Background: an optimization exercise with open tools, aiming at a short achievable clock period. Do not read the settings as production practice. The RTL was checked by simulation tests, not by an equivalence proof against the original design. Power figures rest on the tool's default switching activity, not on a simulated workload.

==> design.v <==
package icmp_pkg;
    localparam int MAX_PACKET = 2047;
    localparam int CNT_W      = $clog2(MAX_PACKET + 1);
    localparam int LEN_W      = 11;
    localparam int CFG_IDX_W  = 1;
    localparam int CFG_DATA_W = 16;
    localparam logic [CFG_IDX_W-1:0] CFG_ECHO_ID      = CFG_IDX_W'(0);
    localparam logic [CFG_IDX_W-1:0] CFG_REPORT_OTHER = CFG_IDX_W'(1);
    localparam logic [CNT_W-1:0] POS_VER_IHL = CNT_W'(0);
    localparam logic [CNT_W-1:0] POS_TTL     = CNT_W'(8);
    localparam logic [CNT_W-1:0] POS_PROTO   = CNT_W'(9);
    localparam logic [CNT_W-1:0] OFF_TYPE    = CNT_W'(0);
    localparam logic [CNT_W-1:0] OFF_CODE    = CNT_W'(1);
    localparam logic [CNT_W-1:0] OFF_ID_LO   = CNT_W'(4);
    localparam logic [CNT_W-1:0] OFF_ID_HI   = CNT_W'(5);
    localparam logic [CNT_W-1:0] OFF_SEQ_LO  = CNT_W'(6);
    localparam logic [CNT_W-1:0] OFF_SEQ_HI  = CNT_W'(7);
    localparam logic [CNT_W-1:0] OFF_SEC_LO  = CNT_W'(8);
    localparam logic [CNT_W-1:0] OFF_SEC_HI  = CNT_W'(11);
    localparam logic [CNT_W-1:0] OFF_USEC_LO = CNT_W'(12);
    localparam logic [CNT_W-1:0] OFF_USEC_HI = CNT_W'(15);
    localparam logic [7:0]       PROTO_ICMP      = 8'd1;
    localparam logic [7:0]       ICMP_ECHO_REPLY = 8'd0;
    localparam logic [CNT_W-1:0] MIN_IP_LEN      = CNT_W'(20);
    localparam logic [CNT_W-1:0] ICMP_HDR_LEN    = CNT_W'(8);
    localparam logic [CNT_W-1:0] ICMP_ECHO_LEN   = CNT_W'(16);
    localparam logic [19:0]      USEC_PER_SEC    = 20'd1000000;
    typedef enum logic [1:0] {
        KIND_DROP  = 2'd0,
        KIND_ECHO  = 2'd1,
        KIND_OTHER = 2'd2
    } t_kind;
    typedef struct packed {
        logic [7:0]         data_byte;
        logic               last_byte;
        logic signed [31:0] recv_sec;
        logic [19:0]        recv_usec;
    } t_in;
    typedef struct packed {
        t_kind              kind;
        logic [LEN_W-1:0]   icmp_len;
        logic [7:0]         msg_type;
        logic [7:0]         msg_code;
        logic [15:0]        seq;
        logic [7:0]         ttl;
        logic signed [31:0] rtt_sec;
        logic [19:0]        rtt_usec;
    } t_out;
    typedef struct packed {
        logic [15:0] echo_id;
        logic        report_other;
    } t_cfg;
    typedef struct packed {
        logic [CNT_W-1:0] byte_count;
        logic [5:0]       hdr_len;
        logic [7:0]       protocol;
        logic [7:0]       ttl;
        logic [7:0]       msg_type;
        logic [7:0]       msg_code;
        logic [15:0]      id;
        logic [15:0]      seq;
        logic [31:0]      send_sec;
        logic [31:0]      send_usec;
    } t_pkt;
    typedef struct packed {
        t_kind            kind;
        logic [LEN_W-1:0] icmp_len;
        logic [7:0]       msg_type;
        logic [7:0]       msg_code;
        logic [15:0]      seq;
        logic [7:0]       ttl;
        logic [31:0]      send_sec;
        logic [31:0]      send_usec;
        logic [31:0]      recv_sec;
        logic [19:0]      recv_usec;
    } t_job;
endpackage
module icmp_rtt (
    input  logic [31:0] i_sp,
    input  logic [31:0] i_sg,
    input  logic [19:0] i_dp,
    input  logic [19:0] i_dg,
    input  logic [19:0] i_ep,
    input  logic [19:0] i_eg,
    input  logic        i_hb,
    input  logic        i_nn,
    output logic [31:0] o_sec,
    output logic [19:0] o_usec
);
    logic [31:0] s_gg, s_pp;
    logic [19:0] d_gg, d_pp;
    logic [19:0] e_gg, e_pp;
    logic        borrow;
    logic [19:0] d_sum, e_sum;
    icmp_prefix #(.W(32)) u_s (.i_p(i_sp), .i_g(i_sg), .o_g(s_gg), .o_p(s_pp));
    icmp_prefix #(.W(20)) u_d (.i_p(i_dp), .i_g(i_dg), .o_g(d_gg), .o_p(d_pp));
    icmp_prefix #(.W(20)) u_e (.i_p(i_ep), .i_g(i_eg), .o_g(e_gg), .o_p(e_pp));
    always_comb begin
        borrow = i_hb || (i_nn && !(d_gg[19] || d_pp[19]));
        o_sec[0] = i_sp[0] ^ !borrow;
        for (int i = 1; i < 32; i++) begin
            o_sec[i] = i_sp[i] ^ (s_gg[i-1] || (s_pp[i-1] && !borrow));
        end
        d_sum[0] = !i_dp[0];
        e_sum[0] = i_ep[0];
        for (int i = 1; i < 20; i++) begin
            d_sum[i] = i_dp[i] ^ (d_gg[i-1] || d_pp[i-1]);
            e_sum[i] = i_ep[i] ^ e_gg[i-1];
        end
        o_usec = borrow ? e_sum : d_sum;
    end
endmodule
module icmp_prefix #(
    parameter int W = 32
) (
    input  logic [W-1:0] i_p,
    input  logic [W-1:0] i_g,
    output logic [W-1:0] o_g,
    output logic [W-1:0] o_p
);
    localparam int L = $clog2(W);
    logic [W-1:0] g [L+1];
    logic [W-1:0] p [L+1];
    assign g[0] = i_g;
    assign p[0] = i_p;
    for (genvar l = 0; l < L; l++) begin : g_lvl
        for (genvar i = 0; i < W; i++) begin : g_bit
            if (i >= (1 << l)) begin : g_op
                assign g[l+1][i] = g[l][i] | (p[l][i] & g[l][i-(1<<l)]);
                assign p[l+1][i] = p[l][i] & p[l][i-(1<<l)];
            end else begin : g_pass
                assign g[l+1][i] = g[l][i];
                assign p[l+1][i] = p[l][i];
            end
        end
    end
    assign o_g = g[L];
    assign o_p = p[L];
endmodule
module icmp_echo_reply_parser (
    input  logic                                i_clk,
    input  logic                                i_rst_n,
    input  logic                                i_valid,
    output logic                                o_ready,
    input  icmp_pkg::t_in                       i_data,
    output logic                                o_valid,
    input  logic                                i_ready,
    output icmp_pkg::t_out                      o_data,
    input  logic                                i_cfg_we,
    input  logic [icmp_pkg::CFG_IDX_W-1:0]      i_cfg_idx,
    input  logic [icmp_pkg::CFG_DATA_W-1:0]     i_cfg_data
);
    localparam int NS = 4;
    logic [15:0] r_echo_id;
    logic        r_report_other;
    always_ff @(posedge i_clk) begin
        if (!i_rst_n) begin
            r_echo_id      <= 16'd0;
            r_report_other <= 1'b1;
        end else if (i_cfg_we) begin
            if (i_cfg_idx == icmp_pkg::CFG_ECHO_ID) r_echo_id <= i_cfg_data[15:0];
            else                                    r_report_other <= i_cfg_data[0];
        end
    end
    logic          r_rdy;
    logic          r_ne;
    logic          r_out_v;
    logic [NS-1:0] r_rp;
    logic [NS-1:0] r_wp;
    logic [10:0]   r_pos;
    logic          accept;
    logic          push;
    logic          bready;
    logic          pop;
    logic [NS-1:0] rsel;
    assign accept  = i_valid && r_rdy;
    assign push    = accept && i_data.last_byte;
    assign bready  = !r_out_v || i_ready;
    assign pop     = r_ne && bready;
    assign o_ready = r_rdy;
    assign o_valid = r_out_v;
    assign rsel    = bready ? r_rp : {r_rp[0], r_rp[NS-1:1]};
    always_ff @(posedge i_clk) begin
        if (!i_rst_n) begin
            r_rdy   <= 1'b1;
            r_ne    <= 1'b0;
            r_out_v <= 1'b0;
        end else begin
            r_rdy   <= !((!r_rdy && !pop) || (r_rdy && r_ne && push && !pop));
            r_ne    <= !((!r_ne && !push) || (r_ne && r_rdy && pop && !push));
            r_out_v <= r_ne || (r_out_v && !i_ready);
        end
    end
    logic              r_first;
    logic signed [6:0] r_off;
    logic [10:0]       r_ilen;
    logic [3:0]        nib;
    assign nib = i_data.data_byte[3:0];
    always_ff @(posedge i_clk) begin
        if (!i_rst_n) begin
            r_rp    <= NS'(1);
            r_wp    <= NS'(1);
            r_pos   <= 11'd0;
            r_first <= 1'b1;
            r_off   <= -7'sd64;
        end else begin
            if (pop)  r_rp <= {r_rp[NS-2:0], r_rp[NS-1]};
            if (push) r_wp <= {r_wp[NS-2:0], r_wp[NS-1]};
            if (accept) begin
                r_first <= i_data.last_byte;
                if (i_data.last_byte)       r_pos <= 11'd0;
                else if (r_pos != 11'd2047) r_pos <= r_pos + 11'd1;
                if (i_data.last_byte)       r_off <= -7'sd64;
                else if (r_first)           r_off <= 7'sd1 - $signed({1'b0, nib, 2'b00});
                else if (r_off != 7'sd63)   r_off <= r_off + 7'sd1;
            end
        end
    end
    always_ff @(posedge i_clk) begin
        if (accept) begin
            if (r_first)                r_ilen <= 11'd2 - {5'd0, nib, 2'b00};
            else if (r_pos <= 11'd2045) r_ilen <= r_ilen + 11'd1;
        end
    end
    logic sel_type, sel_code, sel_ttl, sel_proto;
    logic [1:0]  sel_id, sel_seq;
    logic [3:0]  sel_ss, sel_su;
    always_comb begin
        sel_type  = (r_off == 7'sd0) || r_first;
        sel_code  = (r_off == 7'sd1);
        sel_id    = {r_off == 7'sd5, r_off == 7'sd4};
        sel_seq   = {r_off == 7'sd7, r_off == 7'sd6};
        sel_ttl   = (r_pos == 11'd8);
        sel_proto = (r_pos == 11'd9);
        for (int i = 0; i < 4; i++) begin
            sel_ss[i] = (r_off == 7'(8 + i));
            sel_su[i] = (r_off == 7'(12 + i));
        end
    end
    logic [7:0]  byte_in;
    logic [7:0]  a_type, a_code, a_ttl, a_proto;
    logic [15:0] a_id, a_seq;
    logic [31:0] a_ss, a_su;
    logic [7:0]  d_type, d_code, d_ttl, d_proto;
    logic [15:0] d_id, d_seq;
    logic [31:0] d_ss, d_su;
    assign byte_in = i_data.data_byte;
    always_comb begin
        d_type  = sel_type  ? byte_in : a_type;
        d_code  = sel_code  ? byte_in : a_code;
        d_ttl   = sel_ttl   ? byte_in : a_ttl;
        d_proto = sel_proto ? byte_in : a_proto;
        for (int i = 0; i < 2; i++) begin
            d_id[8*i +: 8]  = sel_id[i]  ? byte_in : a_id[8*i +: 8];
            d_seq[8*i +: 8] = sel_seq[i] ? byte_in : a_seq[8*i +: 8];
        end
        for (int i = 0; i < 4; i++) begin
            d_ss[8*i +: 8] = sel_ss[i] ? byte_in : a_ss[8*i +: 8];
            d_su[8*i +: 8] = sel_su[i] ? byte_in : a_su[8*i +: 8];
        end
    end
    always_ff @(posedge i_clk) begin
        a_type  <= d_type;
        a_code  <= d_code;
        a_ttl   <= d_ttl;
        a_proto <= d_proto;
        a_id    <= d_id;
        a_seq   <= d_seq;
        a_ss    <= d_ss;
        a_su    <= d_su;
    end
    logic ge19, ge7, ge15;
    logic icmp_ok;
    logic c_echo;
    logic c_other;
    logic c_keep;
    always_comb begin
        ge19    = (r_pos >= 11'd19);            
        ge7     = (r_off >= 7'sd7);             
        ge15    = (r_off >= 7'sd15);            
        icmp_ok = (a_proto == icmp_pkg::PROTO_ICMP) && ge19 && ge7;
        c_echo  = icmp_ok && (a_type == icmp_pkg::ICMP_ECHO_REPLY) && (a_id == r_echo_id)
                  && ge15;
        c_other = icmp_ok && (a_type != icmp_pkg::ICMP_ECHO_REPLY) && r_report_other;
        c_keep  = c_echo || c_other;
    end
    localparam logic [19:0] K_E = icmp_pkg::USEC_PER_SEC + 20'd1;
    logic [31:0] x_sp, x_sg;
    logic [19:0] x_dp, x_dg, x_ep, x_eg;
    logic [19:0] e_s, e_c;
    logic [7:0]  su_top;
    logic        x_hb, x_nn;
    always_comb begin
        x_sp = i_data.recv_sec ^ ~a_ss;
        x_sg = i_data.recv_sec & ~a_ss;
        x_dp = i_data.recv_usec ^ ~a_su[19:0];
        x_dg = i_data.recv_usec & ~a_su[19:0];
        for (int i = 0; i < 20; i++) begin
            e_s[i] = i_data.recv_usec[i] ^ !a_su[i] ^ K_E[i];
            e_c[i] = K_E[i] ? (i_data.recv_usec[i] || !a_su[i])
                            : (i_data.recv_usec[i] && !a_su[i]);
        end
        x_ep = e_s ^ {e_c[18:0], 1'b0};
        x_eg = e_s & {e_c[18:0], 1'b0};
        su_top = d_su[31:24];
        x_nn   = !su_top[7];
        x_hb   = x_nn && ((|su_top[6:0]) || (|a_su[23:20]));
    end
    logic [1:0]  s_kind [NS];
    logic [10:0] s_ilen [NS];
    logic [7:0]  s_type [NS];
    logic [7:0]  s_code [NS];
    logic [15:0] s_seq  [NS];
    logic [7:0]  s_ttl  [NS];
    logic        s_echo [NS];
    logic [31:0] s_sp   [NS];
    logic [31:0] s_sg   [NS];
    logic [19:0] s_dp   [NS];
    logic [19:0] s_dg   [NS];
    logic [19:0] s_ep   [NS];
    logic [19:0] s_eg   [NS];
    logic        s_hb   [NS];
    logic        s_nn   [NS];
    logic [31:0] rtt_sec  [NS];
    logic [19:0] rtt_usec [NS];
    for (genvar k = 0; k < NS; k++) begin : g_slot
        always_ff @(posedge i_clk) begin
            if (r_wp[k]) begin
                s_kind[k] <= c_echo ? icmp_pkg::KIND_ECHO
                           : (c_other ? icmp_pkg::KIND_OTHER : icmp_pkg::KIND_DROP);
                s_ilen[k] <= c_keep ? r_ilen : 11'd0;
                s_type[k] <= c_keep ? a_type : 8'd0;
                s_code[k] <= c_keep ? a_code : 8'd0;
                s_seq[k]  <= c_echo ? a_seq : 16'd0;
                s_ttl[k]  <= c_echo ? a_ttl : 8'd0;
                s_echo[k] <= c_echo;
                s_sp[k]   <= x_sp;
                s_sg[k]   <= x_sg;
                s_dp[k]   <= x_dp;
                s_dg[k]   <= x_dg;
                s_ep[k]   <= x_ep;
                s_eg[k]   <= x_eg;
                s_hb[k]   <= x_hb;
                s_nn[k]   <= x_nn;
            end
        end
        icmp_rtt u_rtt (
            .i_sp   (s_sp[k]),
            .i_sg   (s_sg[k]),
            .i_dp   (s_dp[k]),
            .i_dg   (s_dg[k]),
            .i_ep   (s_ep[k]),
            .i_eg   (s_eg[k]),
            .i_hb   (s_hb[k]),
            .i_nn   (s_nn[k]),
            .o_sec  (rtt_sec[k]),
            .o_usec (rtt_usec[k])
        );
    end
    logic [1:0]   n_kind;
    logic [10:0]  n_ilen;
    logic [7:0]   n_type, n_code, n_ttl;
    logic [15:0]  n_seq;
    logic [31:0]  n_sec;
    logic [19:0]  n_usec;
    logic [104:0] r_out;
    always_comb begin
        n_kind = '0; n_ilen = '0; n_type = '0; n_code = '0;
        n_seq  = '0; n_ttl  = '0; n_sec  = '0; n_usec = '0;
        for (int k = 0; k < NS; k++) begin
            n_kind = n_kind | ({2{rsel[k]}} & s_kind[k]);
            n_ilen = n_ilen | ({11{rsel[k]}} & s_ilen[k]);
            n_type = n_type | ({8{rsel[k]}} & s_type[k]);
            n_code = n_code | ({8{rsel[k]}} & s_code[k]);
            n_seq  = n_seq | ({16{rsel[k]}} & s_seq[k]);
            n_ttl  = n_ttl | ({8{rsel[k]}} & s_ttl[k]);
            n_sec  = n_sec | ({32{rsel[k] && s_echo[k]}} & rtt_sec[k]);
            n_usec = n_usec | ({20{rsel[k] && s_echo[k]}} & rtt_usec[k]);
        end
    end
    always_ff @(posedge i_clk) begin
        r_out <= {n_kind, n_ilen, n_type, n_code, n_seq, n_ttl, n_sec, n_usec};
    end
    assign o_data = r_out;
endmodule
==> run.sh <==
#!/bin/bash
# synth_recipe.tcl (not shown) runs the flow's synth.tcl, then flattens the netlist and writes it again
# the make line also repeats each setting of config.mk as NAME=value (left out here)
make -C /OpenROAD-flow-scripts/flow DESIGN_CONFIG=/design/flow/config.mk WORK_HOME=/design/flow/orfs CLKGATE_MAP_FILE= SYNTH_SCRIPT=/design/flow/synth_recipe.tcl finish
==> config.mk <==
export PLATFORM = sky130hd
export DESIGN_NAME = icmp_echo_reply_parser
export DESIGN_NICKNAME = icmp_echo_reply_parser
export VERILOG_FILES = /design/flow/design.v
export SDC_FILE = /design/flow/constraint.sdc
export NUM_CORES = 4
export LEC_CHECK = 0
export CAP_MARGIN = 20
export CORE_MARGIN = 2
export CORE_UTILIZATION = 40
export SETUP_SLACK_MARGIN = 3.9
export SLEW_MARGIN = 20
==> constraint.sdc <==
create_clock -name core_clock -period 6.0 [get_ports {i_clk}]
set_input_delay 1.2000 -clock core_clock [delete_from_list [all_inputs] [get_ports {i_clk}]]
set_output_delay 1.2000 -clock core_clock [all_outputs]
set_load 0.01 [all_outputs]
==> impl_metrics.tcl, run 1 <==
set metrics [dict create \
    synth_largest_area_cell "edfxtp_1" \
    rr_startpoint "s_dp[0][16]" \
    fin_crit_ns 3.21 \
    fp.coreArea_sq_mm 0.114 \
    fin_nets 4103 \
    grt_use_total 0.221 \
    cts_sinks 1075 \
    crit_fanout 5 \
    fin_crit_sh 0.535 \
    holdCritPathClass "register to register" \
    p_total_mw 17.2 \
    setup.worst_path.start "s_dp[0][16]" \
    maxSlewHeadroom 0.401 \
    cts_tree "built" \
    grt_max_degree 158 \
    dr.pass1.iters 6 \
    synth_edf_count 915 \
    finalHoldViolations 0 \
    post_dp_cell_area_sq_mm 0.0505 \
    grt-ovfl-total 0 \
    clkLatencyLatePin_ns 0.74 \
    die_h_microns 342 \
    syn_area_sq_mm 0.0457 \
    holdWs_ns 0.459 \
    syn_nets 3663 \
    synth.distinct_cells 91 \
    fp.dieW_microns 342 \
    p_leak_nw 21.1 \
    antenna_left 0 \
    ys_seq_area_frac 0.671 \
    max_clock_freq_ghz 0.311 \
    slew_viol_final 0 \
    drive_gt1_frac 0.277 \
    num_rows 124 \
    vias 30554 \
    routed.top_layer "met5" \
    start_util 0.401 \
    dp_hpwl_mm 84.8 \
    powerDensity_mw_per_mm2 294 \
    clk_pin_slew_ns 0.06 \
    worst_ir_drop_vdd_v 0.000259 \
    wl_met1_mm 57.2 \
    yosys_register_bits 1075 \
    worstPathArrival_ns 3.87 \
    first_global_vias 29484 \
    cts_root_buffer "clkbuf_16" \
    ys_async_sr_fraction 0 \
    max_slew.worst_pin.slew_ns 0.899 \
    regToRegSetupSlack_ns 2.79 \
    cts_max_level 3 \
    grt_pass1_wl_mm 192 \
    fin_setup_tns_ns 0 \
    status "finished clean" \
    diodes 0 \
    yosysMostFrequentCell "edfxtp_1" \
    crit_path_end "r_out[47]" \
    synthToLayoutAreaGrowth_pct 28.0 \
    wl_met3_mm 9.76 \
    drt_wl_total_mm 133 \
    critPathRequiredTime_ns 6.66 \
    final_cells 5537 \
    drc 0 \
    cts_buffers 111 \
    report.final.setup_viol 0 \
    yosysTopAreaCellShare 0.601 \
    clock-skew-final_ns 0.0534 \
    wl_met2_mm 62.6 \
    ios 190 \
    dp.cells 5121 \
    fin_area_sq_mm 0.0585 \
    cts_hold_buffers 0 \
    rsz0062_at_grt "true" \
    r2r_end "r_out[47]" \
    path_class "register to register" \
    endpoint_kind "register" \
    place.gp.congestion 0.872 \
    synth_warnings 40 \
    clk_path_buf_depth 3 \
    ys.flop_type "edfxtp_1" \
    cap_viol_max_count 0 \
    avgSynthCellArea_sq_um 13.1 \
    netlist_instances 3487 \
    netlist_top_cells_count "915 x edfxtp_1, 269 x nand2_1, 230 x a21oi_1" \
    r2r_cells 13 \
    drtIter0Drc 3283 \
    antenna_found_initial 10 \
    die_area_sq_mm 0.117 \
    via_per_inst 5.52 \
    port_buffers 189 \
    wl_per_cell_microns 24.0 \
    start_kind "register" \
    synthTopCellsByArea "edfxtp_1 60%, dfxtp_1 7.0%, xnor2_1 3.0%" \
]
==> worst min-delay path by stage <==
stage	start	endpoint	slack, ns	depth (start not counted)
floorplan	r_report_other	r_report_other	0.43	2
global placement	s_seq[3][15]	r_out[75]	0.45	2
global route	s_type[3][4]	r_out[88]	0.47	2
detailed placement	s_ttl[1][1]	r_out[53]	0.45	2
finish	s_type[3][4]	r_out[88]	0.46	2
CTS	s_type[3][4]	r_out[88]	0.46	2
==> stage by stage <==
step,utilization,setup slack [ns]
3_3_place_gp,0.443,1.97
2_1_floorplan,-,3.11
5_1_grt,0.514,2.68
3_5_place_dp,0.443,1.94
4_1_cts,0.502,2.84
6_report,0.514,2.79
==> cell families (layout without fill, tap and decap cells) <==
kind of cell / Yosys count / in the layout / synth area share
compound gates: 936 / 936 / 0.137
simple gates: 860 / 864 / 0.0915
flops: 1075 / 1075 / 0.671
xor+xnor: 258 / 258 / 0.0494
mux: 26 / 26 / 0.00608
fa+ha+maj: 93 / 93 / 0.0255
buf+inv: 239 / 773 / 0.0197
==> flip-flops by register name, indices dropped and copies added, names as in the netlist, 44 cells and up <==
| name | flops |
|---|---|
| r_out | 105 |
| s_dg | 80 |
| s_dp | 80 |
| s_eg | 72 |
| s_ep | 80 |
| s_ilen | 44 |
| s_seq | 64 |
| s_sg | 124 |
| s_sp | 128 |
==> metal layers <==
layer | GRT usage | up-vias
met4 | 0.0646 | 6
met1 | 0.308 | 15143
li1 | - | 14060
met3 | 0.0388 | 179
met2 | 0.352 | 1166
met5 | 0 | -
==> repair_timing <==
item | 4_1_cts | 5_1_grt
pin swaps | 171 | 165
buffers inserted | 125 | 61
setup endpoints to repair | 743 | 614
cloned | 16 | 3
gates resized for setup | 912 | 205
==> power breakdown <==
part | switching (mW) | internal, mW
registers | 0.251 | 8.40
logic | 0.744 | 0.589
clock network | 3.05 | 4.19
total | 4.04 | 13.2
==> layout by cell type, fill, tap and decap left out, types with 106 or more instances in the layout <==
master     instances
nor2_1           149
inv_1            139
buf_4            131
clkbuf_16        116
a21o_1           106
buf_6            116
a21oi_1          174
a22oi_2          108
xnor2_1          148
nand2_1          242
edfxtp_1         915
==> cell type report <==
class / count / area [sq um]
fillers: 9621 / 55400
flip-flops and latches: 1075 / 30900
repair buffers: 419 / 4530
inverters: 143 / 583
clock buffers: 143 / 3050
clock inverters: 68 / 832
well taps: 1512 / 1890
multi-input cells: 2177 / 16800
==> worst max-delay path, cell delays in order (launching register included) <==
cell and delay (ns):
edfxtp_1 0.47, nand4_1 0.26, nor2_2 0.20, nand2_1 0.07, or3_4 0.38, a21oi_4 0.15
buf_12 0.14, a31oi_4 0.13, o31ai_4 0.34, a31oi_4 0.18, buf_12 0.17, or4_4 0.41
a21oi_2 0.15, a2111o_1 0.10
==> inputs of run 2 (changes only) <==
--- a/design.v
+++ b/design.v
@@ -75,40 +75,98 @@
         logic [19:0]      recv_usec;
     } t_job;
 endpackage
+module icmp_blk_pre #(
+    parameter int W = 32,
+    parameter int B = 4
+) (
+    input  logic [W-1:0]   i_p,
+    input  logic [W-1:0]   i_g,
+    output logic [W-1:0]   o_s0,
+    output logic [W-1:0]   o_s1,
+    output logic [W/B-1:0] o_bg,
+    output logic [W/B-1:0] o_bp
+);
+    always_comb begin
+        for (int j = 0; j < W / B; j++) begin
+            for (int i = j * B; i <= (j + 1) * B; i++) begin
+                logic c0, pa;
+                c0 = 1'b0;
+                pa = 1'b1;
+                for (int m = i - 1; m >= j * B; m--) begin
+                    c0 = c0 | (pa & i_g[m]);
+                    pa = pa & i_p[m];
+                end
+                if (i < (j + 1) * B) begin
+                    o_s0[i] = i_p[i] ^ c0;
+                    o_s1[i] = i_p[i] ^ (c0 | pa);
+                end else begin
+                    o_bg[j] = c0;
+                    o_bp[j] = c0 | pa;
+                end
+            end
+        end
+    end
+endmodule
+module icmp_blk_sum #(
+    parameter int W = 32,
+    parameter int B = 4
+) (
+    input  logic [W-1:0]   i_s0,
+    input  logic [W-1:0]   i_s1,
+    input  logic [W/B-1:0] i_bg,
+    input  logic [W/B-1:0] i_bp,
+    input  logic           i_c,
+    output logic [W-1:0]   o_s,
+    output logic           o_c
+);
+    localparam int N = W / B;
+    logic [N-1:0] gg, pp;
+    logic [N:0]   cin;
+    icmp_prefix #(.W(N)) u_pfx (.i_p(i_bp), .i_g(i_bg), .o_g(gg), .o_p(pp));
+    always_comb begin
+        cin[0] = i_c;
+        for (int j = 1; j <= N; j++) cin[j] = gg[j-1] | (pp[j-1] & i_c);
+        for (int j = 0; j < N; j++) begin
+            o_s[j*B +: B] = cin[j] ? i_s1[j*B +: B] : i_s0[j*B +: B];
+        end
+        o_c = cin[N];
+    end
+endmodule
 module icmp_rtt (
-    input  logic [31:0] i_sp,
-    input  logic [31:0] i_sg,
-    input  logic [19:0] i_dp,
-    input  logic [19:0] i_dg,
-    input  logic [19:0] i_ep,
-    input  logic [19:0] i_eg,
+    input  logic [31:0] i_s_s0,
+    input  logic [31:0] i_s_s1,
+    input  logic [7:0]  i_s_bg,
+    input  logic [7:0]  i_s_bp,
+    input  logic [19:0] i_d_s0,
+    input  logic [19:0] i_d_s1,
+    input  logic [4:0]  i_d_bg,
+    input  logic [4:0]  i_d_bp,
+    input  logic [19:0] i_e_s0,
+    input  logic [19:0] i_e_s1,
+    input  logic [4:0]  i_e_bg,
+    input  logic [4:0]  i_e_bp,
     input  logic        i_hb,
     input  logic        i_nn,
     output logic [31:0] o_sec,
     output logic [19:0] o_usec
 );
-    logic [31:0] s_gg, s_pp;
-    logic [19:0] d_gg, d_pp;
-    logic [19:0] e_gg, e_pp;
+    logic        d_co, e_co, s_co;
     logic        borrow;
     logic [19:0] d_sum, e_sum;
-    icmp_prefix #(.W(32)) u_s (.i_p(i_sp), .i_g(i_sg), .o_g(s_gg), .o_p(s_pp));
-    icmp_prefix #(.W(20)) u_d (.i_p(i_dp), .i_g(i_dg), .o_g(d_gg), .o_p(d_pp));
-    icmp_prefix #(.W(20)) u_e (.i_p(i_ep), .i_g(i_eg), .o_g(e_gg), .o_p(e_pp));
-    always_comb begin
-        borrow = i_hb || (i_nn && !(d_gg[19] || d_pp[19]));
-        o_sec[0] = i_sp[0] ^ !borrow;
-        for (int i = 1; i < 32; i++) begin
-            o_sec[i] = i_sp[i] ^ (s_gg[i-1] || (s_pp[i-1] && !borrow));
-        end
-        d_sum[0] = !i_dp[0];
-        e_sum[0] = i_ep[0];
-        for (int i = 1; i < 20; i++) begin
-            d_sum[i] = i_dp[i] ^ (d_gg[i-1] || d_pp[i-1]);
-            e_sum[i] = i_ep[i] ^ e_gg[i-1];
-        end
-        o_usec = borrow ? e_sum : d_sum;
-    end
+    icmp_blk_sum #(.W(20)) u_d (
+        .i_s0(i_d_s0), .i_s1(i_d_s1), .i_bg(i_d_bg), .i_bp(i_d_bp),
+        .i_c(1'b1), .o_s(d_sum), .o_c(d_co)
+    );
+    icmp_blk_sum #(.W(20)) u_e (
+        .i_s0(i_e_s0), .i_s1(i_e_s1), .i_bg(i_e_bg), .i_bp(i_e_bp),
+        .i_c(1'b0), .o_s(e_sum), .o_c(e_co)
+    );
+    assign borrow = i_hb || (i_nn && !d_co);
+    icmp_blk_sum #(.W(32)) u_s (
+        .i_s0(i_s_s0), .i_s1(i_s_s1), .i_bg(i_s_bg), .i_bp(i_s_bp),
+        .i_c(!borrow), .o_s(o_sec), .o_c(s_co)
+    );
+    assign o_usec = borrow ? e_sum : d_sum;
 endmodule
 module icmp_prefix #(
     parameter int W = 32
@@ -118,7 +176,7 @@
     output logic [W-1:0] o_g,
     output logic [W-1:0] o_p
 );
-    localparam int L = $clog2(W);
+    localparam int L = (W > 1) ? $clog2(W) : 1;
     logic [W-1:0] g [L+1];
     logic [W-1:0] p [L+1];
     assign g[0] = i_g;
@@ -306,6 +364,19 @@
         x_nn   = !su_top[7];
         x_hb   = x_nn && ((|su_top[6:0]) || (|a_su[23:20]));
     end
+    logic [31:0] x_s_s0, x_s_s1;
+    logic [7:0]  x_s_bg, x_s_bp;
+    logic [19:0] x_d_s0, x_d_s1, x_e_s0, x_e_s1;
+    logic [4:0]  x_d_bg, x_d_bp, x_e_bg, x_e_bp;
+    icmp_blk_pre #(.W(32)) u_pre_s (
+        .i_p(x_sp), .i_g(x_sg), .o_s0(x_s_s0), .o_s1(x_s_s1), .o_bg(x_s_bg), .o_bp(x_s_bp)
+    );
+    icmp_blk_pre #(.W(20)) u_pre_d (
+        .i_p(x_dp), .i_g(x_dg), .o_s0(x_d_s0), .o_s1(x_d_s1), .o_bg(x_d_bg), .o_bp(x_d_bp)
+    );
+    icmp_blk_pre #(.W(20)) u_pre_e (
+        .i_p(x_ep), .i_g(x_eg), .o_s0(x_e_s0), .o_s1(x_e_s1), .o_bg(x_e_bg), .o_bp(x_e_bp)
+    );
     logic [1:0]  s_kind [NS];
     logic [10:0] s_ilen [NS];
     logic [7:0]  s_type [NS];
@@ -313,12 +384,18 @@
     logic [15:0] s_seq  [NS];
     logic [7:0]  s_ttl  [NS];
     logic        s_echo [NS];
-    logic [31:0] s_sp   [NS];
-    logic [31:0] s_sg   [NS];
-    logic [19:0] s_dp   [NS];
-    logic [19:0] s_dg   [NS];
-    logic [19:0] s_ep   [NS];
-    logic [19:0] s_eg   [NS];
+    logic [31:0] s_s_s0 [NS];
+    logic [31:0] s_s_s1 [NS];
+    logic [7:0]  s_s_bg [NS];
+    logic [7:0]  s_s_bp [NS];
+    logic [19:0] s_d_s0 [NS];
+    logic [19:0] s_d_s1 [NS];
+    logic [4:0]  s_d_bg [NS];
+    logic [4:0]  s_d_bp [NS];
+    logic [19:0] s_e_s0 [NS];
+    logic [19:0] s_e_s1 [NS];
+    logic [4:0]  s_e_bg [NS];
+    logic [4:0]  s_e_bp [NS];
     logic        s_hb   [NS];
     logic        s_nn   [NS];
     logic [31:0] rtt_sec  [NS];
@@ -334,23 +411,35 @@
                 s_seq[k]  <= c_echo ? a_seq : 16'd0;
                 s_ttl[k]  <= c_echo ? a_ttl : 8'd0;
                 s_echo[k] <= c_echo;
-                s_sp[k]   <= x_sp;
-                s_sg[k]   <= x_sg;
-                s_dp[k]   <= x_dp;
-                s_dg[k]   <= x_dg;
-                s_ep[k]   <= x_ep;
-                s_eg[k]   <= x_eg;
+                s_s_s0[k] <= x_s_s0;
+                s_s_s1[k] <= x_s_s1;
+                s_s_bg[k] <= x_s_bg;
+                s_s_bp[k] <= x_s_bp;
+                s_d_s0[k] <= x_d_s0;
+                s_d_s1[k] <= x_d_s1;
+                s_d_bg[k] <= x_d_bg;
+                s_d_bp[k] <= x_d_bp;
+                s_e_s0[k] <= x_e_s0;
+                s_e_s1[k] <= x_e_s1;
+                s_e_bg[k] <= x_e_bg;
+                s_e_bp[k] <= x_e_bp;
                 s_hb[k]   <= x_hb;
                 s_nn[k]   <= x_nn;
             end
         end
         icmp_rtt u_rtt (
-            .i_sp   (s_sp[k]),
-            .i_sg   (s_sg[k]),
-            .i_dp   (s_dp[k]),
-            .i_dg   (s_dg[k]),
-            .i_ep   (s_ep[k]),
-            .i_eg   (s_eg[k]),
+            .i_s_s0 (s_s_s0[k]),
+            .i_s_s1 (s_s_s1[k]),
+            .i_s_bg (s_s_bg[k]),
+            .i_s_bp (s_s_bp[k]),
+            .i_d_s0 (s_d_s0[k]),
+            .i_d_s1 (s_d_s1[k]),
+            .i_d_bg (s_d_bg[k]),
+            .i_d_bp (s_d_bp[k]),
+            .i_e_s0 (s_e_s0[k]),
+            .i_e_s1 (s_e_s1[k]),
+            .i_e_bg (s_e_bg[k]),
+            .i_e_bp (s_e_bp[k]),
             .i_hb   (s_hb[k]),
             .i_nn   (s_nn[k]),
             .o_sec  (rtt_sec[k]),
==> run 2 against run 1 <==
Routed wire length decreased by 6.7%. Largest cell class unchanged. Die area up 0.93%. Sequential power up 9.1%. Power up 8.7%. Fmax increased by 32%. Register-to-register slack improved by 0.80 ns. Non-clock buffer count rose by 1. Largest power group unchanged. Sequential share of layout area grew 3.6 points. Critical endpoint is now o_data[26]. Synthesized cell count decreased by 15%.
==> impl_metrics.tcl, run 2 <==
set metrics [dict create \
    status "finished clean" \
    final_common_cell "edfxtp_1" \
    clk_path_buf_depth 3 \
    post_dp_cell_area_sq_mm 0.0514 \
    synth-compound-area-share 0.0842 \
    die_area_sq_mm 0.118 \
    regToRegSetupSlack_ns 3.59 \
    fin_crit_sh 0.404 \
    r2r_cells 11 \
    rr_startpoint "s_d_bg[1][0]" \
    avgSynthCellArea_sq_um 15.6 \
    p_sw_mw 4.11 \
    largestRegisters "s_s_s0 (128), s_s_s1 (128), r_out (105)" \
    dp.cells 4595 \
    drtIter0Drc 2616 \
    p_int_mw 14.6 \
    slowest_delay_ns 0.39 \
    crit_chain "buf_6" \
    yosysMostFrequentCell "edfxtp_1" \
    register_area_sq_mm 0.0338 \
    fin_crit_ns 2.43 \
    crit_fanout 1 \
    clkPwrFrac 0.421 \
    cts_buffers 120 \
    r2r_end "r_out[48]" \
    rsz0062_at_grt "true" \
    fin_setup_tns_ns 0 \
    critPathRequiredTime_ns 4.80 \
    synth_mux_area_frac 0.0517 \
    clkLatencyLatePin_ns 0.73 \
    fp.coreArea_sq_mm 0.114 \
    ys_seq_area_frac 0.727 \
    multiInputGateArea_sq_mm 0.0151 \
    synthToLayoutAreaGrowth_pct 29.9 \
    worst_ir_drop_vdd_v 0.000295 \
    clk_pin_slew_ns 0.06 \
    drc 0 \
    holdCritPathClass "register to register" \
    drive_gt1_frac 0.368 \
    place.gp.congestion 0.802 \
    ys_async_sr_fraction 0 \
    endpoint_kind "primary output" \
    wl_per_cell_microns 24.6 \
    finalHoldViolations 0 \
    netlist_top_cells_count "1,011 x edfxtp_1, 267 x nand2_1, 160 x dfxtp_1" \
    netlist_instances 2964 \
    p_leak_nw 21.9 \
    synth_largest_area_cell "edfxtp_1" \
    port_buffers 189 \
    grt-ovfl-total 0 \
    yosys.area_share.simple 0.0571 \
    path_class "register to primary output" \
    antenna_found_initial 6 \
    cpLargestDelayFamily "flip-flops" \
    first_global_vias 26512 \
    fin_nets 3631 \
    via_per_inst 5.30 \
    clock-skew-final_ns 0.0365 \
    report.final.setup_viol 0 \
    grt_max_degree 145 \
    fillers 9188 \
    final_cells 5047 \
    synth-adder-area-share 0.0367 \
    power_switching_share 0.219 \
    cts_tree "built" \
    synth_warnings 55 \
    yosys_register_bits 1171 \
    worstPathArrival_ns 1.23 \
    synth_xor_area_frac 0.0220 \
    dr.pass1.iters 7 \
    cap_viol_max_count 0 \
    grt_pass1_wl_mm 178 \
    crit_buf_inv 1 \
    ios 190 \
    fin_area_sq_mm 0.0599 \
    drt_wl_total_mm 124 \
    setup.worst_path.start "r_out[26]" \
    cts_sinks 1171 \
    vias 26751 \
    synth_edf_count 1011 \
    mostFrequentLayoutCells "1,011 x edfxtp_1, 239 x nand2_1, 151 x buf_4, 133 x mux2i_1, 132 x buf_6" \
    ys.flop_type "edfxtp_1" \
    p_comb_frac 0.075 \
    crit_path_end "o_data[26]" \
    powerDensity_mw_per_mm2 312 \
    p_total_mw 18.7 \
    synth.distinct_cells 82 \
    start_kind "register" \
    max_clock_freq_ghz 0.412 \
    p_seq_frac 0.504 \
    max_slew.worst_pin.slew_ns 1.25 \
    cp.depth 1 \
    antenna_left 0 \
    num_rows 124 \
    synth_top_family_by_area "compound AO/OA/AOI/OAI gates" \
    syn_nets 3169 \
    yosysTopAreaCellShare 0.658 \
    syn_area_sq_mm 0.0462 \
    maxSlewHeadroom 0.169 \
    slowest_stage "dfxtp_4" \
    slew_viol_final 0 \
    cts_max_level 3 \
    fp.dieW_microns 344 \
    dp_hpwl_mm 71.5 \
    cts_root_buffer "clkbuf_16" \
    holdWs_ns 0.457 \
    synthTopCellsByArea "edfxtp_1 66%, dfxtp_1 6.9%, mux2i_1 3.0%" \
    start_util 0.404 \
    grt_use_total 0.207 \
    die_h_microns 344 \
]
-- run 2: changes by cell type in the layout (fill, tap and decap cells not counted), sizes merged, moves of 30 or more --
cell	previous run	this run
nand4	42	12
xor2	99	50
clkbuf	147	180
mux2	14	96
clkdlybuf4s50	68	32
o21ai	172	75
mux2i	12	138
xnor2	159	66
a21o	106	54
edfxtp	915	1011
nor3	62	9
nor2	180	61
a21oi	237	99
-- run 2: cells by family (layout without fill, tap and decap cells) --
kind of cell / count (synthesis) / count (layout)
xor+xnor: 116 / 116
other cells: 0 / 1
flops: 1171 / 1171
fa+ha+maj: 122 / 122
mux: 226 / 234
buf+inv: 238 / 792
simple gates: 553 / 561
compound gates: 538 / 538
-- run 2: worst min path at each step --
stage	start	endpoint	slack, ns	cells after the start
after global routing	s_d_s1[0][0]	r_out[0]	0.48	2
after global placement	s_ttl[0][0]	r_out[52]	0.45	2
after CTS	s_type[2][2]	r_out[86]	0.46	2
after floorplan	r_report_other	r_report_other	0.44	2
after detailed placement	s_type[2][2]	r_out[86]	0.45	2
final	s_d_s1[0][0]	r_out[0]	0.46	2
-- run 2: repair_timing --
item	in CTS	in global routing
setup buffers	131	63
gates resized for setup	1055	197
endpoints found under the setup margin	1038	639
hold buffers	0	0
pin swaps	128	108
gates cloned	25	2
-- run 2: cell type report --
class / instances / area share
timing repair buffer: 420 / 0.0722
sequential: 1171 / 0.563
tap: 1512 / 0.0316
clock buffer: 170 / 0.0593
antenna: 1 / 0.0000417
multi-input combinational: 1571 / 0.251
clock inverter: 60 / 0.0117
inverter: 142 / 0.0104
-- run 2: power groups by stage --
stage / Sequential (mW) / Clock [mW] / Combinational [mW]
2_1_floorplan: 9.62 / 0 / 0.638
3_3_place_gp: 9.59 / 0 / 1.20
3_5_place_dp: 9.59 / 0 / 1.21
4_1_cts: 9.44 / 8.00 / 1.34
5_1_grt: 9.47 / 8.34 / 1.51
6_report: 9.44 / 7.87 / 1.41
-- run 2: layer usage --
metal | up-vias | GRT usage | share of wire
li1 | 12110 | - | -
met1 | 13552 | 0.279 | 0.42
met2 | 875 | 0.345 | 0.49
met3 | 210 | 0.0315 | 0.060
met4 | 4 | 0.0665 | 0.030
met5 | - | 0 | 0.00021
-- run 2: through the flow --
step | utilization | setup slack, ns
finish | 0.524 | 3.57
global route | 0.524 | 3.50
detailed placement | 0.450 | 1.94
CTS | 0.513 | 3.52
floorplan | - | 3.08
global placement | 0.450 | 1.97

[port drivers added, routing unchanged]
Ports are ideal in the flow. The routed layouts listed here were re-timed in OpenROAD.
Step 1 assumes that a clkbuf_16 drives the clock port and a buf_2 every other input.
Step 2 also shifts input and output timing later by t, the mid clock arrival at the registers, as if the neighbouring blocks saw the same clock.
Slacks: ideal / step 1 / step 2; pairs: ideal / step 1.
run	shift t [ns]	slack for setup (ns)	hold slack, ns	worst slew at a driven data input, ns
run 1	0.782	2.789 / 2.789 / 2.732	0.459 / 0.459 / 0.459	0.16
run 2	0.781	3.574 / 3.499 / 2.934	0.457 / 0.457 / 0.457	0.13
After both steps setup and hold are still met in every run listed. For run 2, which loses most, drivers alone change the setup slack by -0.075 ns; drivers and shift together by -0.640 ns.
